This design comes from an exercise in tuning for small area on the open sky130 flow, not from production work.
Where RTL was checked, it was by simulation tests only, not by an equivalence proof against the original.
No activity file was given, so power comes from the tool's default toggle rates. The clock port is modelled as an ideal driver; clocking choices that lean on that would not hold on a real chip.

==> inputs of job 3393 <==
// add_round_key_pipe
module add_round_key_pipe #(
  parameter int DATA_WIDTH = 128,
  parameter int NUM_KEYS   = 11,
  parameter int KEY_IDX_W  = 4
) (
  input  logic                  clk,
  input  logic                  rst,
  input  logic                  key_wr_en,
  input  logic [KEY_IDX_W-1:0]  key_wr_idx,
  input  logic [DATA_WIDTH-1:0] key_wr_data,
  input  logic                  key_clr,
  input  logic [DATA_WIDTH-1:0] data_in,
  input  logic [KEY_IDX_W-1:0]  data_in_idx,
  input  logic                  data_in_vld,
  output logic                  data_in_rdy,
  output logic [DATA_WIDTH-1:0] block_data_out,
  output logic                  block_data_out_vld,
  input  logic                  block_data_out_rdy,
  output logic                  block_data_out_err
);
==> module ark_key_oai22, before the edit <==
module ark_key_oai22 (
  input  logic q,
  input  logic en,
  input  logic wd,
  input  logic en_n,
  output logic d
);
  assign d = !((q | en) & (wd | en_n));
endmodule
==> module ark_dsel, before the edit <==
module ark_dsel (
  input  logic din,
  input  logic h0,
  input  logic h1,
  output logic y_n
);
  assign y_n = !(din ? h0 : h1);
endmodule
==> module ark_fin, before the edit <==
module ark_fin (
  input  logic [3:0] p_n,
  input  logic       y_n,
  output logic       dout
);
  assign dout = (&p_n) ^ y_n;
endmodule
==> module ark_rbit, before the edit <==
module ark_rbit (
  input  logic [11:0] src,
  input  logic [11:0] sel,
  input  logic        din,
  input  logic        h0,
  input  logic        h1,
  output logic        dout
);
  logic [3:0] p_n;
  logic       y_n;
  for (genvar g = 0; g < 4; g++) begin : g_p
    ark_aoi222 u_aoi (
      .a1(src[3*g]),   .a2(sel[3*g]),
      .b1(src[3*g+1]), .b2(sel[3*g+1]),
      .c1(src[3*g+2]), .c2(sel[3*g+2]),
      .y(p_n[g])
    );
  end
  ark_dsel u_d (.din(din), .h0(h0), .h1(h1), .y_n(y_n));
  ark_fin  u_f (.p_n(p_n), .y_n(y_n), .dout(dout));
endmodule
==> module ark_inv, before the edit <==
module ark_inv (
  input  logic a,
  output logic y
);
  assign y = !a;
endmodule
==> module add_round_key_pipe, before the edit <==
module add_round_key_pipe #(
  parameter int DATA_WIDTH = 128,
  parameter int NUM_KEYS   = 11,
  parameter int KEY_IDX_W  = 4
) (
  input  logic                  clk,
  input  logic                  rst,
  input  logic                  key_wr_en,
  input  logic [KEY_IDX_W-1:0]  key_wr_idx,
  input  logic [DATA_WIDTH-1:0] key_wr_data,
  input  logic                  key_clr,
  input  logic [DATA_WIDTH-1:0] data_in,
  input  logic [KEY_IDX_W-1:0]  data_in_idx,
  input  logic                  data_in_vld,
  output logic                  data_in_rdy,
  output logic [DATA_WIDTH-1:0] block_data_out,
  output logic                  block_data_out_vld,
  input  logic                  block_data_out_rdy,
  output logic                  block_data_out_err
);
  logic [DATA_WIDTH-1:0] key_q [NUM_KEYS];    
  logic [DATA_WIDTH-1:0] key_d [NUM_KEYS];
  logic [NUM_KEYS-1:0]   ph_q;
  logic [NUM_KEYS-1:0]   key_we;
  logic [NUM_KEYS-1:0]   key_vld_q;
  logic [DATA_WIDTH-1:0] out_q, out_d;
  logic                  vld_q;
  logic                  err_q;
  logic [11:0]           sel;
  logic                  hit, h0, h1;
  assign data_in_rdy = !vld_q || block_data_out_rdy;
  localparam int GRP  = 32;
  localparam int NGRP = DATA_WIDTH / GRP;
  logic [NUM_KEYS-1:0] we_n;
  logic [11:0]         sel_n;
  logic                h0_n, h1_n;
  for (genvar i = 0; i < NUM_KEYS; i++) begin : g_dec
    assign key_we[i] = key_wr_en && key_wr_idx == KEY_IDX_W'(i);
    assign we_n[i]   = !key_we[i];
    assign sel[i]    = data_in_rdy && data_in_idx == KEY_IDX_W'(i) && key_vld_q[i];
  end
  assign sel[11] = !data_in_rdy;
  assign sel_n   = ~sel;
  assign hit  = |sel[NUM_KEYS-1:0];
  assign h1   = |(sel[NUM_KEYS-1:0] & ph_q);
  assign h0   = |(sel[NUM_KEYS-1:0] & ~ph_q);
  assign h0_n = !h0;
  assign h1_n = !h1;
  for (genvar g = 0; g < NGRP; g++) begin : g_grp
    logic [NUM_KEYS-1:0] en_g, en_n_g;
    logic [11:0]         sel_g;
    logic                h0_g, h1_g;
    for (genvar i = 0; i < NUM_KEYS; i++) begin : g_k
      ark_inv u_en  (.a(we_n[i]),   .y(en_g[i]));
      ark_inv u_enn (.a(key_we[i]), .y(en_n_g[i]));
    end
    for (genvar i = 0; i < 12; i++) begin : g_s
      ark_inv u_sel (.a(sel_n[i]), .y(sel_g[i]));
    end
    ark_inv u_h0 (.a(h0_n), .y(h0_g));
    ark_inv u_h1 (.a(h1_n), .y(h1_g));
    for (genvar bb = 0; bb < GRP; bb++) begin : g_bit
      localparam int b = g * GRP + bb;
      logic [11:0] src;
      for (genvar i = 0; i < NUM_KEYS; i++) begin : g_key
        ark_key_oai22 u_k (
          .q(key_q[i][b]), .en(en_g[i]), .wd(key_wr_data[b]), .en_n(en_n_g[i]), .d(key_d[i][b])
        );
        assign src[i] = key_q[i][b];
      end
      assign src[11] = out_q[b];
      ark_rbit u_rbit (.src(src), .sel(sel_g), .din(data_in[b]), .h0(h0_g), .h1(h1_g), .dout(out_d[b]));
    end
  end
  always_ff @(posedge clk) begin
    for (int i = 0; i < NUM_KEYS; i++) key_q[i] <= key_d[i];
    ph_q  <= key_we | ~ph_q;
    out_q <= out_d;
    if (data_in_rdy) err_q <= !hit;
  end
  always_ff @(posedge clk or posedge rst) begin
    if (rst) begin
      key_vld_q <= '0;
      vld_q     <= 1'b0;
    end else begin
      if (key_clr) key_vld_q <= '0;
      else key_vld_q <= key_vld_q | key_we;
      if (data_in_rdy) vld_q <= data_in_vld;
    end
  end
  assign block_data_out     = out_q;
  assign block_data_out_vld = vld_q;
  assign block_data_out_err = err_q;
endmodule
Settings: LEC_CHECK=0, CAP_MARGIN=20, CORE_MARGIN=2, CORE_UTILIZATION=65, SLEW_MARGIN=20, SYNTH_HIERARCHICAL=1; clock period 4.0 ns.
standard.sh (not shown) runs the stock make flow with config.mk's settings and CLKGATE_MAP_FILE= SYNTH_SCRIPT=/design/flow/synth_recipe.tcl, a recipe that flattens the netlist after the stock synthesis.
==> flow/flow/run.sh <==
#!/bin/bash
# The standard layout, with two changes: port buffers use the smallest buffer cell, and
# clock tree synthesis inserts no dummy loads. Each tool's output goes to a log of its own.
set -euo pipefail
bash standard.sh \
  BUFFER_PORTS_ARGS="-buffer_cell sky130_fd_sc_hd__buf_1" \
  CTS_ARGS="-sink_clustering_enable -repair_clock_nets -dont_use_dummy_load -sink_clustering_size 25 -sink_clustering_max_diameter 80" \
  finish > flow_make.log 2>&1
==> inputs of job 5119, as changes to job 3393 <==
==> flow/design.v (replaced) <==
module ark_key_wmux #(
  parameter int W = 128
) (
  input  logic [W-1:0] q,
  input  logic [W-1:0] wd,
  input  logic         en,
  input  logic         en_n,
  output logic [W-1:0] d
);
  assign d = (q & {W{en_n}}) | (wd & {W{en}});
endmodule
module ark_aoi222 (
  input  logic a1, a2, b1, b2, c1, c2,
  output logic y
);
  assign y = !((a1 & a2) | (b1 & b2) | (c1 & c2));
endmodule
module ark_obit (
  input  logic [3:0] p_n,
  input  logic       din,
  input  logic       hit,
  output logic       dout
);
  assign dout = (din & hit) ^ !(&p_n);
endmodule
module ark_rbit (
  input  logic [11:0] src,
  input  logic [11:0] sel,
  input  logic        din,
  input  logic        hit,
  output logic        dout
);
  logic [3:0] p_n;
  for (genvar g = 0; g < 4; g++) begin : g_p
    ark_aoi222 u_aoi (
      .a1(src[3*g]),   .a2(sel[3*g]),
      .b1(src[3*g+1]), .b2(sel[3*g+1]),
      .c1(src[3*g+2]), .c2(sel[3*g+2]),
      .y(p_n[g])
    );
  end
  ark_obit u_o (.p_n(p_n), .din(din), .hit(hit), .dout(dout));
endmodule
module add_round_key_pipe #(
  parameter int DATA_WIDTH = 128,
  parameter int NUM_KEYS   = 11,
  parameter int KEY_IDX_W  = 4
) (
  input  logic                  clk,
  input  logic                  rst,
  input  logic                  key_wr_en,
  input  logic [KEY_IDX_W-1:0]  key_wr_idx,
  input  logic [DATA_WIDTH-1:0] key_wr_data,
  input  logic                  key_clr,
  input  logic [DATA_WIDTH-1:0] data_in,
  input  logic [KEY_IDX_W-1:0]  data_in_idx,
  input  logic                  data_in_vld,
  output logic                  data_in_rdy,
  output logic [DATA_WIDTH-1:0] block_data_out,
  output logic                  block_data_out_vld,
  input  logic                  block_data_out_rdy,
  output logic                  block_data_out_err
);
  logic [DATA_WIDTH-1:0] key_q [NUM_KEYS];
  logic [DATA_WIDTH-1:0] key_d [NUM_KEYS];
  logic [NUM_KEYS-1:0]   key_we;
  logic [NUM_KEYS-1:0]   key_vld_q;
  logic [DATA_WIDTH-1:0] out_q, out_d;
  logic                  vld_q;
  logic                  err_q;
  logic [11:0]           sel;
  logic                  hit;
  assign data_in_rdy = !vld_q || block_data_out_rdy;
  for (genvar i = 0; i < NUM_KEYS; i++) begin : g_key
    assign key_we[i] = key_wr_en && key_wr_idx == KEY_IDX_W'(i);
    ark_key_wmux #(.W(DATA_WIDTH)) u_wmux (
      .q(key_q[i]), .wd(key_wr_data), .en(key_we[i]), .en_n(!key_we[i]), .d(key_d[i])
    );
    assign sel[i] = data_in_rdy && data_in_idx == KEY_IDX_W'(i) && key_vld_q[i];
  end
  assign sel[11] = !data_in_rdy;
  assign hit = |sel[NUM_KEYS-1:0];
  for (genvar b = 0; b < DATA_WIDTH; b++) begin : g_bit
    logic [11:0] src;
    for (genvar i = 0; i < NUM_KEYS; i++) begin : g_src
      assign src[i] = key_q[i][b];
    end
    assign src[11] = out_q[b];
    ark_rbit u_rbit (.src(src), .sel(sel), .din(data_in[b]), .hit(hit), .dout(out_d[b]));
  end
  always_ff @(posedge clk) begin
    for (int i = 0; i < NUM_KEYS; i++) key_q[i] <= key_d[i];
    out_q <= out_d;
    if (data_in_rdy) err_q <= !hit;
  end
  always_ff @(posedge clk or posedge rst) begin
    if (rst) begin
      key_vld_q <= '0;
      vld_q     <= 1'b0;
    end else begin
      if (key_clr) key_vld_q <= '0;
      else key_vld_q <= key_vld_q | key_we;
      if (data_in_rdy) vld_q <= data_in_vld;
    end
  end
  assign block_data_out     = out_q;
  assign block_data_out_vld = vld_q;
  assign block_data_out_err = err_q;
endmodule
==> flow/flow/run.sh (replaced) <==
#!/bin/bash
# The standard layout, with two changes: port buffers use the smallest buffer cell, and
# clock tree synthesis inserts no dummy loads. Each tool's output goes to a log of its own.
set -euo pipefail
bash standard.sh \
  BUFFER_PORTS_ARGS="-buffer_cell sky130_fd_sc_hd__buf_1" \
  CTS_ARGS="-sink_clustering_enable -repair_clock_nets -dont_use_dummy_load -sink_clustering_size 30 -sink_clustering_max_diameter 100" \
  finish > flow_make.log 2>&1
Settings changed: CTS_CLUSTER_DIAMETER set to 100, CTS_CLUSTER_SIZE set to 30.
==> inputs of job 7384, as changes to job 3393 <==
--- a/flow/design.v
+++ b/flow/design.v
@@ -49,12 +49,6 @@
   ark_dsel u_d (.din(din), .h0(h0), .h1(h1), .y_n(y_n));
   ark_fin  u_f (.p_n(p_n), .y_n(y_n), .dout(dout));
 endmodule
-module ark_inv (
-  input  logic a,
-  output logic y
-);
-  assign y = !a;
-endmodule
 module add_round_key_pipe #(
   parameter int DATA_WIDTH = 128,
   parameter int NUM_KEYS   = 11,
@@ -86,48 +80,26 @@
   logic [11:0]           sel;
   logic                  hit, h0, h1;
   assign data_in_rdy = !vld_q || block_data_out_rdy;
-  localparam int GRP  = 32;
-  localparam int NGRP = DATA_WIDTH / GRP;
-  logic [NUM_KEYS-1:0] we_n;
-  logic [11:0]         sel_n;
-  logic                h0_n, h1_n;
-  for (genvar i = 0; i < NUM_KEYS; i++) begin : g_dec
+  for (genvar i = 0; i < NUM_KEYS; i++) begin : g_key
     assign key_we[i] = key_wr_en && key_wr_idx == KEY_IDX_W'(i);
-    assign we_n[i]   = !key_we[i];
-    assign sel[i]    = data_in_rdy && data_in_idx == KEY_IDX_W'(i) && key_vld_q[i];
+    for (genvar b = 0; b < DATA_WIDTH; b++) begin : g_b
+      ark_key_oai22 u_k (
+        .q(key_q[i][b]), .en(key_we[i]), .wd(key_wr_data[b]), .en_n(!key_we[i]), .d(key_d[i][b])
+      );
+    end
+    assign sel[i] = data_in_rdy && data_in_idx == KEY_IDX_W'(i) && key_vld_q[i];
   end
   assign sel[11] = !data_in_rdy;
-  assign sel_n   = ~sel;
-  assign hit  = |sel[NUM_KEYS-1:0];
-  assign h1   = |(sel[NUM_KEYS-1:0] & ph_q);
-  assign h0   = |(sel[NUM_KEYS-1:0] & ~ph_q);
-  assign h0_n = !h0;
-  assign h1_n = !h1;
-  for (genvar g = 0; g < NGRP; g++) begin : g_grp
-    logic [NUM_KEYS-1:0] en_g, en_n_g;
-    logic [11:0]         sel_g;
-    logic                h0_g, h1_g;
-    for (genvar i = 0; i < NUM_KEYS; i++) begin : g_k
-      ark_inv u_en  (.a(we_n[i]),   .y(en_g[i]));
-      ark_inv u_enn (.a(key_we[i]), .y(en_n_g[i]));
+  assign hit = |sel[NUM_KEYS-1:0];
+  assign h1  = |(sel[NUM_KEYS-1:0] & ph_q);
+  assign h0  = |(sel[NUM_KEYS-1:0] & ~ph_q);
+  for (genvar b = 0; b < DATA_WIDTH; b++) begin : g_bit
+    logic [11:0] src;
+    for (genvar i = 0; i < NUM_KEYS; i++) begin : g_src
+      assign src[i] = key_q[i][b];
     end
-    for (genvar i = 0; i < 12; i++) begin : g_s
-      ark_inv u_sel (.a(sel_n[i]), .y(sel_g[i]));
-    end
-    ark_inv u_h0 (.a(h0_n), .y(h0_g));
-    ark_inv u_h1 (.a(h1_n), .y(h1_g));
-    for (genvar bb = 0; bb < GRP; bb++) begin : g_bit
-      localparam int b = g * GRP + bb;
-      logic [11:0] src;
-      for (genvar i = 0; i < NUM_KEYS; i++) begin : g_key
-        ark_key_oai22 u_k (
-          .q(key_q[i][b]), .en(en_g[i]), .wd(key_wr_data[b]), .en_n(en_n_g[i]), .d(key_d[i][b])
-        );
-        assign src[i] = key_q[i][b];
-      end
-      assign src[11] = out_q[b];
-      ark_rbit u_rbit (.src(src), .sel(sel_g), .din(data_in[b]), .h0(h0_g), .h1(h1_g), .dout(out_d[b]));
-    end
+    assign src[11] = out_q[b];
+    ark_rbit u_rbit (.src(src), .sel(sel), .din(data_in[b]), .h0(h0), .h1(h1), .dout(out_d[b]));
   end
   always_ff @(posedge clk) begin
     for (int i = 0; i < NUM_KEYS; i++) key_q[i] <= key_d[i];
==> flow/flow/run.sh (replaced) <==
#!/bin/bash
# The standard layout, with two changes: port buffers use the smallest buffer cell, and
# clock tree synthesis inserts no dummy loads. Each tool's output goes to a log of its own.
set -euo pipefail
bash standard.sh \
  BUFFER_PORTS_ARGS="-buffer_cell sky130_fd_sc_hd__buf_1" \
  CTS_ARGS="-sink_clustering_enable -repair_clock_nets -dont_use_dummy_load -sink_clustering_size 30 -sink_clustering_max_diameter 100" \
  finish > flow_make.log 2>&1
Settings changed: CTS_CLUSTER_DIAMETER set to 100, CTS_CLUSTER_SIZE set to 30.
==> inputs of job 8771, as changes to job 3393 <==
--- a/flow/design.v
+++ b/flow/design.v
@@ -49,12 +49,6 @@
   ark_dsel u_d (.din(din), .h0(h0), .h1(h1), .y_n(y_n));
   ark_fin  u_f (.p_n(p_n), .y_n(y_n), .dout(dout));
 endmodule
-module ark_inv (
-  input  logic a,
-  output logic y
-);
-  assign y = !a;
-endmodule
 module add_round_key_pipe #(
   parameter int DATA_WIDTH = 128,
   parameter int NUM_KEYS   = 11,
@@ -86,48 +80,26 @@
   logic [11:0]           sel;
   logic                  hit, h0, h1;
   assign data_in_rdy = !vld_q || block_data_out_rdy;
-  localparam int GRP  = 32;
-  localparam int NGRP = DATA_WIDTH / GRP;
-  logic [NUM_KEYS-1:0] we_n;
-  logic [11:0]         sel_n;
-  logic                h0_n, h1_n;
-  for (genvar i = 0; i < NUM_KEYS; i++) begin : g_dec
+  for (genvar i = 0; i < NUM_KEYS; i++) begin : g_key
     assign key_we[i] = key_wr_en && key_wr_idx == KEY_IDX_W'(i);
-    assign we_n[i]   = !key_we[i];
-    assign sel[i]    = data_in_rdy && data_in_idx == KEY_IDX_W'(i) && key_vld_q[i];
+    for (genvar b = 0; b < DATA_WIDTH; b++) begin : g_b
+      ark_key_oai22 u_k (
+        .q(key_q[i][b]), .en(key_we[i]), .wd(key_wr_data[b]), .en_n(!key_we[i]), .d(key_d[i][b])
+      );
+    end
+    assign sel[i] = data_in_rdy && data_in_idx == KEY_IDX_W'(i) && key_vld_q[i];
   end
   assign sel[11] = !data_in_rdy;
-  assign sel_n   = ~sel;
-  assign hit  = |sel[NUM_KEYS-1:0];
-  assign h1   = |(sel[NUM_KEYS-1:0] & ph_q);
-  assign h0   = |(sel[NUM_KEYS-1:0] & ~ph_q);
-  assign h0_n = !h0;
-  assign h1_n = !h1;
-  for (genvar g = 0; g < NGRP; g++) begin : g_grp
-    logic [NUM_KEYS-1:0] en_g, en_n_g;
-    logic [11:0]         sel_g;
-    logic                h0_g, h1_g;
-    for (genvar i = 0; i < NUM_KEYS; i++) begin : g_k
-      ark_inv u_en  (.a(we_n[i]),   .y(en_g[i]));
-      ark_inv u_enn (.a(key_we[i]), .y(en_n_g[i]));
+  assign hit = |sel[NUM_KEYS-1:0];
+  assign h1  = |(sel[NUM_KEYS-1:0] & ph_q);
+  assign h0  = |(sel[NUM_KEYS-1:0] & ~ph_q);
+  for (genvar b = 0; b < DATA_WIDTH; b++) begin : g_bit
+    logic [11:0] src;
+    for (genvar i = 0; i < NUM_KEYS; i++) begin : g_src
+      assign src[i] = key_q[i][b];
     end
-    for (genvar i = 0; i < 12; i++) begin : g_s
-      ark_inv u_sel (.a(sel_n[i]), .y(sel_g[i]));
-    end
-    ark_inv u_h0 (.a(h0_n), .y(h0_g));
-    ark_inv u_h1 (.a(h1_n), .y(h1_g));
-    for (genvar bb = 0; bb < GRP; bb++) begin : g_bit
-      localparam int b = g * GRP + bb;
-      logic [11:0] src;
-      for (genvar i = 0; i < NUM_KEYS; i++) begin : g_key
-        ark_key_oai22 u_k (
-          .q(key_q[i][b]), .en(en_g[i]), .wd(key_wr_data[b]), .en_n(en_n_g[i]), .d(key_d[i][b])
-        );
-        assign src[i] = key_q[i][b];
-      end
-      assign src[11] = out_q[b];
-      ark_rbit u_rbit (.src(src), .sel(sel_g), .din(data_in[b]), .h0(h0_g), .h1(h1_g), .dout(out_d[b]));
-    end
+    assign src[11] = out_q[b];
+    ark_rbit u_rbit (.src(src), .sel(sel), .din(data_in[b]), .h0(h0), .h1(h1), .dout(out_d[b]));
   end
   always_ff @(posedge clk) begin
     for (int i = 0; i < NUM_KEYS; i++) key_q[i] <= key_d[i];
Settings changed: CORE_UTILIZATION 65 to 70, PLACE_DENSITY set to 0.85.
==> Implementation_results.wiki <==
{| class="wikitable"
! Metric !! Value
|-
| PnR Total Power || 0.0327 W
|-
| Number of cells on the critical path || 10
|-
| Min cycle time layout || 3.07 ns
|-
| Nets || 5,038
|-
| Most numerous cell types in the synthesized netlist || 1,547 x sky130_fd_sc_hd__dfxtp_1, 1,408 x sky130_fd_sc_hd__o22ai_1, 512 x sky130_fd_sc_hd__a222oi_1
|-
| Seq_cells || 1,560
|-
| Switching power share of the total || 25.3%
|-
| Number of non-clock inverters || 160
|-
| Global Route met3 Usage || 11.8%
|-
| Synthesized cell area || 50,700 sq um
|-
| Outcome || finished clean
|-
| Ratio of cells with drive above 1 in the final layout || 5.22%
|}
(the above is from job 3393)
==> Implementation_results.wiki <==
{| class="wikitable"
! Metric !! Value
|-
| Final standard cell count with taps included and fillers excluded || 5,527
|-
| Global Route met3 Usage || 12.3%
|-
| Ratio of cells with drive above 1 in the final layout || 4.65%
|-
| Seq_cells || 1,560
|-
| Outcome || finished clean
|-
| Min cycle time layout || 2.92 ns
|-
| PnR Total Power || 0.0334 W
|-
| Synthesized cell area || 50,200 sq um
|-
| Switching power share of the total || 26.1%
|-
| Number of cells on the critical path || 4
|-
| Number of non-clock inverters || 17
|}
(the above is from job 8771)
==> Implementation_results.wiki <==
{| class="wikitable"
! Metric !! Value
|-
| Outcome || finished clean
|-
| Nets || 4,768
|-
| Synthesized cell area || 56,000 sq um
|-
| Min cycle time layout || 2.83 ns
|-
| Global Route met3 Usage || 9.22%
|-
| Switching power share of the total || 24.2%
|-
| Number of cells on the critical path || 3
|-
| Ratio of cells with drive above 1 in the final layout || 4.27%
|-
| Post-Synth XOR/XNOR Area || 2.00%
|-
| Number of non-clock inverters || 13
|-
| PnR Total Power || 0.0312 W
|-
| Most numerous cell types in the synthesized netlist || 1,536 x sky130_fd_sc_hd__dfxtp_1, 1,409 x sky130_fd_sc_hd__a22o_1, 512 x sky130_fd_sc_hd__a222oi_1
|}
(the above is from job 5119)
==> Implementation_results.wiki <==
{| class="wikitable"
! Metric !! Value
|-
| Most numerous cell types in the synthesized netlist || 1,547 x sky130_fd_sc_hd__dfxtp_1, 1,408 x sky130_fd_sc_hd__o22ai_1, 512 x sky130_fd_sc_hd__a222oi_1
|-
| Outcome || finished clean
|-
| Synthesized cell area || 50,200 sq um
|-
| Ratio of cells with drive above 1 in the final layout || 4.90%
|-
| Global Route met3 Usage || 9.06%
|-
| Number of non-clock inverters || 17
|-
| Min cycle time layout || 2.88 ns
|-
| PnR Total Power || 0.0324 W
|}
(the above is from job 7384)
For job 3393, only the layout was checked, not whether the RTL still works.

## static timing again, ports no longer ideal
Ports are ideal in the flow. The routed layouts listed here were re-timed in OpenROAD.
Step 1: set_driving_cell puts a clkbuf_16 on clk and a buf_2 on each other input, an assumption about the parent block.
Step 2 also shifts input and output timing later by t, the mid clock arrival at the registers, as if the neighbouring blocks saw the same clock.
Three values: ideal, step 1, step 2; two values: the first two.
| run | t, ns | slack for setup (ns) | clock arrival spread, ns | worst register clock-pin slew, ns | cell pins on the clock port's net |
|---|---|---|---|---|---|
| job 3393 | 0.718 | 0.933 / 0.933 / 0.362 | 0.070 / 0.070 | 0.10 / 0.10 | 1 |
| job 5119 | 0.752 | 1.167 / 1.093 / 0.594 | 0.037 / 0.036 | 0.11 / 0.11 | 1 |
| job 7384 | 0.755 | 1.124 / 1.049 / 0.563 | 0.036 / 0.036 | 0.12 / 0.12 | 1 |
| job 8771 | 0.715 | 1.076 / 1.004 / 0.509 | 0.046 / 0.046 | 0.10 / 0.10 | 1 |
After both steps every run listed still meets setup and hold. For job 5119, which loses most, drivers alone change the setup slack by -0.074 ns; drivers and shift together by -0.573 ns.
